This is an optimization exercise on Yosys and OpenROAD, whose aim is small area, a short achievable clock period and few clock cycles per item, not a production implementation.
The RTL was checked by simulation tests, not by an equivalence proof against the original design.

## JK
Design aes_dec_top, start of the top module:
module aes_dec_top (
    input  logic        clk,
    input  logic        rst_n,
    input  logic        avs_read_i,
    input  logic        avs_write_i,
    input  logic [3:0]  avs_address_i,
    input  logic [31:0] avs_writedata_i,
    output logic [31:0] avs_readdata_o,
    output logic        avs_waitrequest_o
);
Settings: LEC_CHECK=0, CAP_MARGIN=20, CORE_MARGIN=2, CORE_UTILIZATION=30, PLACE_DENSITY=0.9, SETUP_SLACK_MARGIN=1.4, SLEW_MARGIN=20, SYNTH_HIERARCHICAL=1; clock period 9.0 ns.
run.sh (not shown) runs the stock make flow with config.mk's settings and CLKGATE_MAP_FILE= SYNTH_SCRIPT=/design/flow/synth_recipe.tcl, a recipe that flattens the netlist after the stock synthesis.
Testbench counts of JK, summed over its fixed seeds: cycles 18,222, blocks 895.
Edits applied to the flow inputs when going from JK to MS:
- PLACE_DENSITY now 0.75, was 0.9
Notes after the runs:
Going from JK to MS, number of global-route vias before repair increased 221, growth of design area from synthesis to finish increased 1.1 points, average routed wire per standard cell increased 0.76 um, cell area increased about 1%.
JK → MS: worst-case hold slack went up, sequential share of layout area dropped 0.28 points, multi-input gate area in the final layout has increased.
Looking at critical path endpoint, the i_aes_dec_core.state_q[7] result is from JK; the i_aes_dec_core.state_q[84] one comes from MS.
Of MS and JK, the lower total routing resource utilization after global routing belongs to JK.
MS: count of non-filler cells in the finished layout is 0.55% higher than what JK reported.


aes_dec_top, a different RTL version from the one above (not shown whole).
For scale: roughly 520 flip-flops, about 54000 um2 of cells after synthesis.
==> flow/config.mk <==
export PLATFORM = sky130hd
export DESIGN_NAME = aes_dec_top
export DESIGN_NICKNAME = aes_dec_top
export VERILOG_FILES = /design/flow/design.v
export SDC_FILE = /design/flow/constraint.sdc
export NUM_CORES = 8
export LEC_CHECK = 0
export CAP_MARGIN = 20
export CORE_MARGIN = 2
export CORE_UTILIZATION = 30
export CTS_BUF_LIST = sky130_fd_sc_hd__clkbuf_4
export SETUP_SLACK_MARGIN = 1.4
export SLEW_MARGIN = 20
export SYNTH_HIERARCHICAL = 1
==> flow/constraint.sdc <==
create_clock -name core_clock -period 9.0 [get_ports {clk}]
set_input_delay 1.8000 -clock core_clock [delete_from_list [all_inputs] [get_ports {clk}]]
set_output_delay 1.8000 -clock core_clock [all_outputs]
set_load 0.01 [all_outputs]
The starting point produced a clean layout.
Testbench counts at the start, summed over its fixed seeds: cycles 18,222, blocks 895.
Change:
CTS_BUF_LIST = sky130_fd_sc_hd__clkbuf_8   (was sky130_fd_sc_hd__clkbuf_4)
CTS_CLUSTER_SIZE = 30   (was not set)
SETUP_SLACK_MARGIN = 1.7   (was 1.4)
Effect: Via count decreases by about 0.4%. Non-clock buffer count grows by 52. Core utilization is higher by 1.0 points. Register-to-register slack gets better by 0.15 ns. Clock skew fell by 0.016 ns. Routed wire length went up by about 1%. Area after synthesis is unchanged.
Change:
SETUP_SLACK_MARGIN = 2.8   (was 1.7)
Effect:
- The new run went through all stages and came out clean
- final area is higher by 34%
- via count rises by 14%
- utilization is higher by 12 points
- final cell count grows by 13%
- wire length increases by 16%
- die area is unchanged
- setup slack improved by 0.67 ns
- area after synthesis is unchanged
- clock-buffer cell count went up by 5
Change:
==> flow/flow/run.sh (new file) <==
#!/bin/bash
# Own flow: the standard ORFS layout (standard.sh, unchanged steps and
# settings) plus extra ORFS make variables from flow/make_args.txt. The only
# one used here picks the cell that buffer_ports puts on every input and
# output port (a plain buffer instead of the delay buffer it picks itself).
# ORFS writes each step's log under orfs/logs; make's own output goes to
# standard.log here.
set -uo pipefail
ARGS=$(tr '\n' ' ' < flow/make_args.txt)
sed "s|\"\${@:-finish}\"|$ARGS \"\${@:-finish}\"|" standard.sh > my_standard.sh
bash my_standard.sh > standard.log 2>&1
==> flow/flow/make_args.txt (new file) <==
BUFFER_PORTS_ARGS="-buffer_cell sky130_fd_sc_hd__buf_1"
==> flow/standard.sh (new file) <==
#!/bin/bash
# synth_recipe.tcl (not shown) runs the flow's synth.tcl, then flattens the netlist and writes it again
# the make line also repeats each setting of config.mk as NAME=value (left out here)
make -C /OpenROAD-flow-scripts/flow DESIGN_CONFIG=/design/flow/config.mk WORK_HOME=/design/flow/orfs CLKGATE_MAP_FILE= SYNTH_SCRIPT=/design/flow/synth_recipe.tcl "${@:-finish}"
SETUP_SLACK_MARGIN = 1.4   (was 2.8)
removed: flow/run.sh
Outcome:
- synthesized area stays the same
- flip-flop and latch count does not change
- via count went down by roughly a tenth
- setup slack degrades by 0.86 ns


aes_dec_top again, from the RTL that the note above started with.
Design aes_dec_top, start of the top module:
module aes_dec_top (
    input  logic        clk,
    input  logic        rst_n,
    input  logic        avs_read_i,
    input  logic        avs_write_i,
    input  logic [3:0]  avs_address_i,
    input  logic [31:0] avs_writedata_i,
    output logic [31:0] avs_readdata_o,
    output logic        avs_waitrequest_o
);
Settings: LEC_CHECK=0, CAP_MARGIN=20, CORE_MARGIN=2, CORE_UTILIZATION=30, SETUP_SLACK_MARGIN=1.4, SLEW_MARGIN=20, SYNTH_HIERARCHICAL=1, TNS_END_PERCENT=5; clock period 9.0 ns.
Stock flow here: none of the scripts above is used.
Testbench counts at the start, summed over its fixed seeds: cycles 18,222, blocks 895.
Change:
--- a/flow/config.mk
+++ b/flow/config.mk
@@ -10,5 +10,5 @@
 export CORE_UTILIZATION = 30
-export SETUP_SLACK_MARGIN = 1.4
+export PLACE_DENSITY = 0.9
+export SETUP_SLACK_MARGIN = 1.5
 export SLEW_MARGIN = 20
 export SYNTH_HIERARCHICAL = 1
-export TNS_END_PERCENT = 5
Result: The changed run produced a clean layout; register-to-register slack improved by 70 ps; wire length came out lower by 3.1%; cell area went up by about 1.5%.
Change:
==> flow/flow/run.sh (new file) <==
#!/bin/bash
# Own flow: the standard ORFS layout with extra ORFS make variables
# (flow/make_args.txt) that only steer timing repair: which moves
# repair_timing may use. Everything else is standard.sh unchanged.
set -uo pipefail
ARGS=$(tr '\n' ' ' < flow/make_args.txt)
sed "s|\"\${@:-finish}\"|$ARGS \"\${@:-finish}\"|" standard.sh > my_standard.sh
bash my_standard.sh > standard.log 2>&1
==> flow/flow/make_args.txt (new file) <==
RECOVER_POWER=100
==> flow/standard.sh (new file) <==
#!/bin/bash
# synth_recipe.tcl (not shown) runs the flow's synth.tcl, then flattens the netlist and writes it again
# the make line also repeats each setting of config.mk as NAME=value (left out here)
make -C /OpenROAD-flow-scripts/flow DESIGN_CONFIG=/design/flow/config.mk WORK_HOME=/design/flow/orfs CLKGATE_MAP_FILE= SYNTH_SCRIPT=/design/flow/synth_recipe.tcl "${@:-finish}"
--- a/flow/config.mk
+++ b/flow/config.mk
@@ -10,4 +10,3 @@
 export CORE_UTILIZATION = 30
-export PLACE_DENSITY = 0.9
-export SETUP_SLACK_MARGIN = 1.5
+export SETUP_SLACK_MARGIN = 1.4
 export SLEW_MARGIN = 20
removed: flow/run.sh
Now the flow finished with max-capacitance violations, max-slew violations left.
Flip-flop and latch count does not change.
Wire length climbs by 3.4%.
Final cell count is about the same.
Global-route usage climbs by 0.99 points.
Die area does not change.
Change:
==> flow/run.sh (new file) <==
#!/bin/bash
# synth_recipe.tcl (not shown) runs the flow's synth.tcl, then flattens the netlist and writes it again
# the make line also repeats each setting of config.mk as NAME=value (left out here)
make -C /OpenROAD-flow-scripts/flow DESIGN_CONFIG=/design/flow/config.mk WORK_HOME=/design/flow/orfs CLKGATE_MAP_FILE= SYNTH_SCRIPT=/design/flow/synth_recipe.tcl finish
--- a/flow/config.mk
+++ b/flow/config.mk
@@ -10,3 +10,3 @@
 export CORE_UTILIZATION = 30
-export SETUP_SLACK_MARGIN = 1.4
+export SETUP_SLACK_MARGIN = 1.8
 export SLEW_MARGIN = 20
removed: flow/flow/run.sh
removed: flow/flow/make_args.txt
removed: flow/standard.sh
Outcome: The changed run finished clean. Wire length rose by 1.2%. Non-clock buffer count rose by 80. Fmax rose by 13%. Count of clock-buffer cells in the layout stays the same. Area after synthesis stays the same. Synthesized cell count does not change. Design area rose by 5.5%. First-iteration DRC count rose by 1.1%.
Change:
--- a/flow/config.mk
+++ b/flow/config.mk
@@ -10,3 +10,5 @@
 export CORE_UTILIZATION = 30
-export SETUP_SLACK_MARGIN = 1.8
+export CTS_BUF_LIST = sky130_fd_sc_hd__clkbuf_4 sky130_fd_sc_hd__clkbuf_8
+export CTS_CLUSTER_SIZE = 40
+export SETUP_SLACK_MARGIN = 1.4
 export SLEW_MARGIN = 20
Result: Fmax falls by 3.6%. Global-route usage is about the same. Worst setup slack is worse by 270 ps. Via count came out lower by about 0.75%. Worst hold slack got worse by 17 ps. Non-clock buffer count goes down by 74. Cell area is lower by 4.4%. Area after synthesis is unchanged. Die area is unchanged.
Change:
--- a/flow/config.mk
+++ b/flow/config.mk
@@ -10,4 +10,2 @@
 export CORE_UTILIZATION = 30
-export CTS_BUF_LIST = sky130_fd_sc_hd__clkbuf_4 sky130_fd_sc_hd__clkbuf_8
-export CTS_CLUSTER_SIZE = 40
 export SETUP_SLACK_MARGIN = 1.4
Outcome:
- final cell count goes down slightly
- design area barely changes
- critical path depth came out lower by 2
- first-iteration DRC count went up by a few percent
- worst setup slack gets better by 3.9 ps
- global-route usage falls by 0.12 points
- area after synthesis stays the same
- clock-buffer cell count shrinks by 45


v57:
Starting RTL as in the previous note.
Design aes_dec_top, start of the top module:
module aes_dec_top (
    input  logic        clk,
    input  logic        rst_n,
    input  logic        avs_read_i,
    input  logic        avs_write_i,
    input  logic [3:0]  avs_address_i,
    input  logic [31:0] avs_writedata_i,
    output logic [31:0] avs_readdata_o,
    output logic        avs_waitrequest_o
);
    logic         expand_start;
    logic         key_write;
    logic         decrypt_start;
    logic         decrypt_busy;
    logic         key_ready;
    logic         last_round;
    logic [127:0] cipher_key;
    logic [127:0] ciphertext;
    logic [127:0] plaintext;
    logic [127:0] whiten_key;
    logic [127:0] round_key;
    aes_dec_regs i_aes_dec_regs (
        .clk               (clk),
        .avs_read_i        (avs_read_i),
        .avs_write_i       (avs_write_i),
        .avs_address_i     (avs_address_i),
        .avs_writedata_i   (avs_writedata_i),
        .decrypt_busy_i    (decrypt_busy),
        .key_ready_i       (key_ready),
        .plaintext_i       (plaintext),
        .avs_readdata_o    (avs_readdata_o),
        .avs_waitrequest_o (avs_waitrequest_o),
        .expand_start_o    (expand_start),
        .key_write_o       (key_write),
        .decrypt_start_o   (decrypt_start),
        .cipher_key_o      (cipher_key),
        .ciphertext_o      (ciphertext)
    );
    aes_key_expand i_aes_key_expand (
        .clk             (clk),
        .rst_n           (rst_n),
        .expand_start_i  (expand_start),
        .decrypt_start_i (decrypt_start),
        .decrypt_busy_i  (decrypt_busy),
        .key_write_i     (key_write),
        .cipher_key_i    (cipher_key),
        .key_ready_o     (key_ready),
        .last_round_o    (last_round),
        .whiten_key_o    (whiten_key),
  ...
make LEC_CHECK=0 CAP_MARGIN=20 CORE_MARGIN=2 CORE_UTILIZATION=30 CTS_BUF_LIST=sky130_fd_sc_hd__clkbuf_8 CTS_CLUSTER_SIZE=30 SETUP_SLACK_MARGIN=1.6 SLEW_MARGIN=20 SYNTH_HIERARCHICAL=1 finish   # period 9.0 ns
Stock flow here: none of the scripts above is used.
The final layout from v57, which completed every stage, passed the timing, DRC and antenna checks at the end of the flow.
Testbench counts of v57, summed over its fixed seeds: cycles 18,222, blocks 895.
[inputs] v14 vs v57
- swapping 1.6 for 1.4 in SETUP_SLACK_MARGIN
- putting GPL_ROUTABILITY_DRIVEN at 0 where nothing was set
==> run notes <==
- Sequential share of layout area is higher on v14
- Diff v57..v14 | area enclosed by the die boundary | unchanged
- Between v57 and v14, global-route track usage on met1 decreased.
- Buffer share of cell area ended up 0.54 points lower on v14 than on v57.
- Lower achievable clock frequency was reported by v14, not v57.
- Compared with v57, v14 shows wire length that has gone down by a few percent.
- The run with more setup slack is v57; v14 has less.
- Global routing usage on met3: v14 vs v57, no meaningful difference
- v57 ended up with i_aes_dec_core.state_q[46] as its first element of the critical path; v14 ended up with i_aes_dec_core.state_q[78].
## Diff of input files: v16 against v14
- GPL_ROUTABILITY_DRIVEN no longer set, was 0
Results
Highest fanout seen on the critical path came out higher on v16 than on v14. v14 -> v16: sequential standard cell area flat. The portion of the clock cycle consumed by the worst path in the final layout of v14 and that of v16 are within noise of each other.
Input-level comparison between v28 and v16:
- a change of SETUP_SLACK_MARGIN from 1.4 to 1.5
- an added PLACE_DENSITY of 0.8
v28 completed every stage of the flow, and the final layout passed the timing, DRC and antenna checks. Of v16 and v28, the run reporting the lower final-layout non-clock buffer area share was v28. Compared with v16, in v28 slack of the worst reg-to-reg path rose by 30 ps; via count of the first global-routing pass rose by about 1.3%.
Modified inputs, v9 compared to v28
- PLACE_DENSITY no longer set, was 0.8
- SETUP_SLACK_MARGIN now 2.0, was 1.5
--- outcome ---
Comparing the two runs side by side, v9 comes out behind v28 on summed area of non-filler cells in the final layout. On layout filler cell count, v9 tracks v28 almost exactly. In v9 the half-perimeter wire length after placement turned out 6.6% higher than in v28.


## v29
aes_dec_top, a different RTL version from the one above (not shown whole).
Size in the first run: ~5700 cells after synthesis, ~550 flip-flops, about 73 I/O pins, about 55000 um^2 of cells after synthesis.
make LEC_CHECK=0 CAP_MARGIN=20 CORE_MARGIN=2 CORE_UTILIZATION=30 SETUP_SLACK_MARGIN=2 SLEW_MARGIN=20 SYNTH_HIERARCHICAL=1 finish   # period 9.0 ns
Testbench counts of v29, summed over its fixed seeds: cycles 18,925, blocks 895.
Setup changes, v29 to v35
-- flow/config.mk --
<<< v29, line 11
export SETUP_SLACK_MARGIN = 2
>>> v35, line 11
Notes after the runs:
Relative to v29, the non-clock buffer count measured on v35 has decreased by more than half. Going from v29 to v35, the pin slew with the least headroom to its limit was found to have gone up by 0.13 ns. v29 has higher number of non-filler instances in the completed layout than v35. Final hold slack: v35 vs v29, no meaningful difference. Compared with v29, v35 shows a lower relative slew slack. Going from v29 to v35, period utilization went up 15 points; global-route wire length before repair fell 3.8%. Comparing v35 against v29, there is no change at all in largest fanout of any net on the critical path.


aes_dec_top, a different RTL version from the one above (not shown whole).
For scale: about 5,700 cells after synthesis, ~550 flip-flops, about 55,000 sq um of cells after synthesis.
export LEC_CHECK = 0
export CAP_MARGIN = 20
export CORE_MARGIN = 2
export CORE_UTILIZATION = 30
export SLEW_MARGIN = 20
export SYNTH_HIERARCHICAL = 1
create_clock -name core_clock -period 9.0 [get_ports {clk}]
The baseline passed the timing, DRC and antenna checks.
Testbench counts at the start, summed over its fixed seeds: cycles 18,925, blocks 895.
Edit:
Settings changed: SETUP_SLACK_MARGIN set to 2.1.
Register-to-register slack is better by 1.4 ns.
Die area stays the same.
Fmax climbs by 21%.
Clock skew came out lower by 0.012 ns.


aes_dec_top again, from the RTL that the note above started with.
Settings: LEC_CHECK=0, CAP_MARGIN=20, CORE_MARGIN=2, CORE_UTILIZATION=30, SETUP_SLACK_MARGIN=0.7, SLEW_MARGIN=20, SYNTH_HIERARCHICAL=1; clock period 9.0 ns.
The starting point ran to the end with no violations.
Testbench counts at the start, summed over its fixed seeds: cycles 18,925, blocks 895.
Edit:
==> flow/flow/run.sh (new file) <==
#!/bin/bash
# Own flow: the standard ORFS layout with extra ORFS make variables
# (flow/make_args.txt) that only steer timing repair: which moves
# repair_timing may use. Everything else is standard.sh unchanged.
set -uo pipefail
ARGS=$(tr '\n' ' ' < flow/make_args.txt)
sed "s|\"\${@:-finish}\"|$ARGS \"\${@:-finish}\"|" standard.sh > my_standard.sh
bash my_standard.sh > standard.log 2>&1
==> flow/flow/make_args.txt (new file) <==
SETUP_MOVE_SEQUENCE=unbuffer,sizeup,swap
==> flow/standard.sh (new file) <==
#!/bin/bash
# synth_recipe.tcl (not shown) runs the flow's synth.tcl, then flattens the netlist and writes it again
# the make line also repeats each setting of config.mk as NAME=value (left out here)
make -C /OpenROAD-flow-scripts/flow DESIGN_CONFIG=/design/flow/config.mk WORK_HOME=/design/flow/orfs CLKGATE_MAP_FILE= SYNTH_SCRIPT=/design/flow/synth_recipe.tcl "${@:-finish}"
SETUP_SLACK_MARGIN = 2.5   (was 0.7)
removed: flow/run.sh
=> First-iteration DRC count is higher by a few percent; sequential share of layout area fell by 3.9 points; critical path depth decreases by 1; cell area went up by about a fifth; area after synthesis does not change.
Edit:
==> flow/run.sh (new file) <==
#!/bin/bash
# synth_recipe.tcl (not shown) runs the flow's synth.tcl, then flattens the netlist and writes it again
# the make line also repeats each setting of config.mk as NAME=value (left out here)
make -C /OpenROAD-flow-scripts/flow DESIGN_CONFIG=/design/flow/config.mk WORK_HOME=/design/flow/orfs CLKGATE_MAP_FILE= SYNTH_SCRIPT=/design/flow/synth_recipe.tcl finish
CORE_UTILIZATION = 60   (was 30)
SETUP_SLACK_MARGIN = unset   (was 2.5)
removed: flow/flow/run.sh
removed: flow/flow/make_args.txt
removed: flow/standard.sh
Result:
- The changed run passed the timing, DRC and antenna checks
- core utilization goes up by 25 points
- routed wire length is lower by 8.7%
- synthesized area is unchanged
- die area drops by 50%
- setup slack is worse by 1.4 ns
- hold slack is better by 0.0073 ns
- via count shrinks by 1.2%

## static timing again, ports no longer ideal
No port has a modelled driver above. Below, the same layouts with a new extraction and two added sets of constraints. Step 1: set_driving_cell puts a clkbuf_16 on clk and a buf_2 on each other input, an assumption about the parent block. Step 2 also shifts input and output timing later by t, the mid clock arrival at the registers, as if the neighbouring blocks saw the same clock. a / b / c = ideal / step 1 / step 2; a / b = the first two.
run | t (ns) | setup slack, ns | hold slack, ns | worst slew at a driven data input, ns | pins driven straight from the clock port
JK | 0.687 | 1.707 / 1.707 / 1.707 | 0.506 / 0.506 / 0.506 | 0.17 | 1
MS | 0.698 | 1.740 / 1.740 / 1.740 | 0.521 / 0.521 / 0.521 | 0.09 | 1
the first run of note 2 | 1.111 | 1.718 / 1.718 / 1.718 | 0.523 / 0.523 / 0.523 | 0.11 | 1
the second run of note 2 | 0.844 | 1.870 / 1.870 / 1.870 | 0.527 / 0.527 / 0.527 | 0.10 | 1
the third run of note 2 | 0.859 | 2.544 / 2.544 / 2.544 | 0.526 / 0.526 / 0.526 | 0.33 | 1
the fourth run of note 2 | 0.831 | 1.684 / 1.684 / 1.684 | 0.511 / 0.511 / 0.511 | 0.10 | 1
the first run of note 3 | 0.738 | 1.590 / 1.590 / 1.590 | 0.527 / 0.527 / 0.527 | 0.10 | 1
the second run of note 3 | 0.746 | 1.664 / 1.664 / 1.664 | 0.519 / 0.519 / 0.519 | 0.08 | 1
the third run of note 3 | 0.742 | 1.078 / 1.078 / 0.638 | 0.524 / 0.524 / 0.524 | 0.11 | 1
the fourth run of note 3 | 0.747 | 1.958 / 1.958 / 1.958 | 0.525 / 0.525 / 0.525 | 0.10 | 1
the fifth run of note 3 | 0.843 | 1.693 / 1.693 / 1.693 | 0.508 / 0.508 / 0.508 | 0.11 | 1
the sixth run of note 3 | 0.742 | 1.697 / 1.697 / 1.697 | 0.526 / 0.526 / 0.526 | 0.11 | 1
v57 | 0.843 | 1.788 / 1.788 / 1.788 | 0.514 / 0.514 / 0.514 | 0.10 | 1
v14 | 0.821 | 1.702 / 1.702 / 1.702 | 0.518 / 0.518 / 0.518 | 0.09 | 1
v16 | 0.843 | 1.708 / 1.708 / 1.708 | 0.511 / 0.511 / 0.511 | 0.11 | 1
v28 | 0.801 | 1.743 / 1.743 / 1.743 | 0.518 / 0.518 / 0.518 | 0.14 | 1
v9 | 0.842 | 2.197 / 2.197 / 2.197 | 0.510 / 0.510 / 0.510 | 0.11 | 1
v29 | 0.698 | 1.875 / 1.875 / 1.875 | 0.523 / 0.523 / 0.523 | 0.16 | 1
v35 | 0.708 | 0.502 / 0.502 / 0.502 | 0.521 / 0.521 / 0.521 | 0.09 | 1
the first run of note 6 | 0.720 | 0.706 / 0.706 / 0.706 | 0.503 / 0.503 / 0.503 | 0.10 | 1
the second run of note 6 | 0.730 | 2.121 / 2.121 / 2.121 | 0.522 / 0.522 / 0.522 | 0.08 | 1
the first run of note 7 | 0.722 | 1.088 / 1.088 / 1.088 | 0.502 / 0.502 / 0.502 | 0.10 | 1
the second run of note 7 | 0.712 | 2.007 / 2.007 / 2.007 | 0.514 / 0.514 / 0.514 | 0.06 | 1
the third run of note 7 | 0.694 | 0.566 / 0.566 / 0.566 | 0.521 / 0.521 / 0.521 | 0.04 | 1
For the third run of note 3, which loses most, drivers alone change the setup slack by 0.000 ns; drivers and shift together by -0.440 ns.
